From an optimization exercise on the open Yosys and OpenROAD flow, aimed at small area; shortcuts taken in it are not production practice.
Function was checked by simulation only, so behaviour that the tests miss may differ from the original.

Setup of JK:
// bi_link_top
module bi_link_top (
    input  logic                      clk,
    input  logic                      rst_n,
    input  logic [bi_pkg::DATA_W-1:0] in_data_i,
    input  logic                      in_valid_i,
    output logic                      in_ready_o,
    output logic [bi_pkg::DATA_W-1:0] out_data_o,
    output logic                      out_valid_o,
    input  logic                      out_ready_i,
    output bi_pkg::link_word_t        link_o,
    input  logic                      stat_req_i,
    output logic                      stat_valid_o,
    output logic [bi_pkg::BIN_W-1:0]  stat_bin_o,
    output logic [bi_pkg::SUM_W-1:0]  stat_sum_o
);
export LEC_CHECK = 0
export ABC_AREA = 1
export CAP_MARGIN = 0
export CORE_MARGIN = 2
export CORE_UTILIZATION = 60
export SLEW_MARGIN = 0
create_clock -name core_clock -period 12.0 [get_ports {clk}]
standard.sh (not shown) runs the stock make flow with config.mk's settings and CLKGATE_MAP_FILE= SYNTH_SCRIPT=/design/flow/synth_recipe.tcl, a recipe that flattens the netlist after the stock synthesis.
==> flow/flow/run.sh <==
#!/bin/bash
# Standard layout with three changes:
#  - synthesis maps the logic with an area-oriented ABC script (flow/abc_area.script);
#    everything else in synthesis, registers included, is the standard synthesis
#  - the port buffers use the smallest buffer cell
#  - clock tree synthesis uses larger sink clusters and no dummy loads
set -euo pipefail
W=$(pwd)
# the standard synthesis script, with only the ABC script swapped
sed "s|^source \$::env(SCRIPTS_DIR)/synth_preamble.tcl|&\nset abc_args [lreplace \$abc_args 1 1 $W/flow/abc_area.script]|" \
    "$FLOW_HOME/scripts/synth.tcl" > "$W/area_synth_body.tcl"
grep -q "abc_area.script\]" "$W/area_synth_body.tcl"
sed "s|source \$::env(SCRIPTS_DIR)/synth.tcl|source $W/area_synth_body.tcl|" "$W/synth_recipe.tcl" > "$W/area_synth.tcl"
grep -q "area_synth_body.tcl" "$W/area_synth.tcl"
sed "s|SYNTH_SCRIPT=[^ ]*|SYNTH_SCRIPT=$W/area_synth.tcl|" "$W/standard.sh" > "$W/area_standard.sh"
grep -q "SYNTH_SCRIPT=$W/area_synth.tcl" "$W/area_standard.sh"
export BUFFER_PORTS_ARGS="-buffer_cell sky130_fd_sc_hd__buf_1"
export CTS_ARGS="-sink_clustering_enable -repair_clock_nets -sink_clustering_size 20 -sink_clustering_max_diameter 60 -buf_list \"sky130_fd_sc_hd__clkbuf_8 sky130_fd_sc_hd__clkbuf_16\" -dont_use_dummy_load"
bash "$W/area_standard.sh" > "$W/standard.log" 2>&1
==> flow/flow/abc_area.script <==
strash
&get -n
&fraig -x
&put
dc2
strash
&get -n
&dch -f
&nf -a -p -R 1000
&put
topo
dnsize -c
Input changes introduced in MS (baseline for comparison: JK):
Settings: swapping 60 for 75 in CORE_UTILIZATION.
diff --git a/flow/flow/run.sh b/flow/flow/run.sh
--- a/flow/flow/run.sh
+++ b/flow/flow/run.sh
@@ -16,4 +16,4 @@
 grep -q "SYNTH_SCRIPT=$W/area_synth.tcl" "$W/area_standard.sh"
 export BUFFER_PORTS_ARGS="-buffer_cell sky130_fd_sc_hd__buf_1"
-export CTS_ARGS="-sink_clustering_enable -repair_clock_nets -sink_clustering_size 20 -sink_clustering_max_diameter 60 -buf_list \"sky130_fd_sc_hd__clkbuf_8 sky130_fd_sc_hd__clkbuf_16\" -dont_use_dummy_load"
+export CTS_ARGS="-sink_clustering_enable -repair_clock_nets -sink_clustering_size 30 -sink_clustering_max_diameter 80 -buf_list sky130_fd_sc_hd__clkbuf_16 -dont_use_dummy_load"
 bash "$W/area_standard.sh" > "$W/standard.log" 2>&1
==> run summary <==
- JK → MS: met1 track demand over resource in global routing +7.4 points; fraction of layout instances using a drive strength above 1 moved down.
- Relative to JK, the die area measured on MS has decreased by more than 10%.
- Between JK and MS, the flow reports die boundary height decreasing by more than 10%.
- Critical path depth, MS vs JK: up by a few percent
- Re number of flip-flops and latches: no difference whatsoever between JK and MS.
The inputs of AL differ from those of MS as listed below.
Settings: changing CORE_UTILIZATION from 75 to 60.
diff --git a/flow/flow/run.sh b/flow/flow/run.sh
--- a/flow/flow/run.sh
+++ b/flow/flow/run.sh
@@ -16,4 +16,4 @@
 grep -q "SYNTH_SCRIPT=$W/area_synth.tcl" "$W/area_standard.sh"
 export BUFFER_PORTS_ARGS="-buffer_cell sky130_fd_sc_hd__buf_1"
-export CTS_ARGS="-sink_clustering_enable -repair_clock_nets -sink_clustering_size 30 -sink_clustering_max_diameter 80 -buf_list sky130_fd_sc_hd__clkbuf_16 -dont_use_dummy_load"
+export CTS_ARGS="-sink_clustering_enable -repair_clock_nets -sink_clustering_size 33 -sink_clustering_max_diameter 60 -buf_list sky130_fd_sc_hd__clkbuf_16 -dont_use_dummy_load"
 bash "$W/area_standard.sh" > "$W/standard.log" 2>&1
--- outcome ---
Overall via count from detail_route down about 1.4% in AL wrt MS. Relative to MS, the global-route track usage on met2 of AL is lower by 11 points. Count of clock-buffer cells in the layout is higher on AL. Between MS and AL, the worst setup margin is higher for AL. AL gives more highest clock rate than MS did. Relative to MS, AL improves post-place setup slack. Comparing MS and AL, slew at the pin closest to its max-slew limit is higher on MS. The global-route usage of AL is lower than that of MS. Compared with MS, AL shows a weighted congestion reported at the end of routability-driven placement that is 3.1% lower.
Input changes introduced in TR (baseline for comparison: AL):
Settings: swapping 60 for 75 in CORE_UTILIZATION.
diff --git a/flow/flow/run.sh b/flow/flow/run.sh
--- a/flow/flow/run.sh
+++ b/flow/flow/run.sh
@@ -16,4 +16,4 @@
 grep -q "SYNTH_SCRIPT=$W/area_synth.tcl" "$W/area_standard.sh"
 export BUFFER_PORTS_ARGS="-buffer_cell sky130_fd_sc_hd__buf_1"
-export CTS_ARGS="-sink_clustering_enable -repair_clock_nets -sink_clustering_size 33 -sink_clustering_max_diameter 60 -buf_list sky130_fd_sc_hd__clkbuf_16 -dont_use_dummy_load"
+export CTS_ARGS="-sink_clustering_enable -repair_clock_nets -sink_clustering_size 30 -sink_clustering_max_diameter 80 -buf_list sky130_fd_sc_hd__clkbuf_16 -dont_use_dummy_load"
 bash "$W/area_standard.sh" > "$W/standard.log" 2>&1
==> flow/flow/abc_area.script <==
strash
&get -n
&fraig -x
&put
dc2
strash
&get -n
&dch -f
&nf -a -p -R 1000
&put
topo
stime -c
buffer -c
upsize -c
dnsize -c
Results
A slowest library cell on the worst path of sky130_fd_sc_hd__nor2_1 is what AL shows, while sky130_fd_sc_hd__nor2_2 belongs to TR.
Delta (TR minus AL): routed length on met1 went down; count of input and output buffers held; synthesized netlist cell count moved up.

[port drivers added, routing unchanged]
How much do the figures lean on ideal ports? The routed layouts below were timed once more, with nothing changed but the port constraints. Step 1, drivers: a clkbuf_16 drives clk and a buf_2 each remaining input, both assumed. Step 2 also shifts input and output timing later by t, the mid clock arrival at the registers, as if the neighbouring blocks saw the same clock. Three values: no drivers, after step 1, after step 2; two values: the first two.
run	shift t [ns]	slack for setup (ns)	worst setup path after step 2	clock arrival spread, ns	worst register clock-pin slew, ns
JK	0.575	2.867 / 2.867 / 2.867	register to register	0.042 / 0.042	0.08 / 0.08
MS	0.577	2.677 / 2.677 / 2.677	register to register	0.050 / 0.050	0.11 / 0.11
AL	0.590	2.818 / 2.818 / 2.818	register to register	0.069 / 0.068	0.11 / 0.11
TR	0.578	2.980 / 2.980 / 2.980	register to register	0.060 / 0.061	0.11 / 0.11
After both steps every run listed still meets setup and hold.
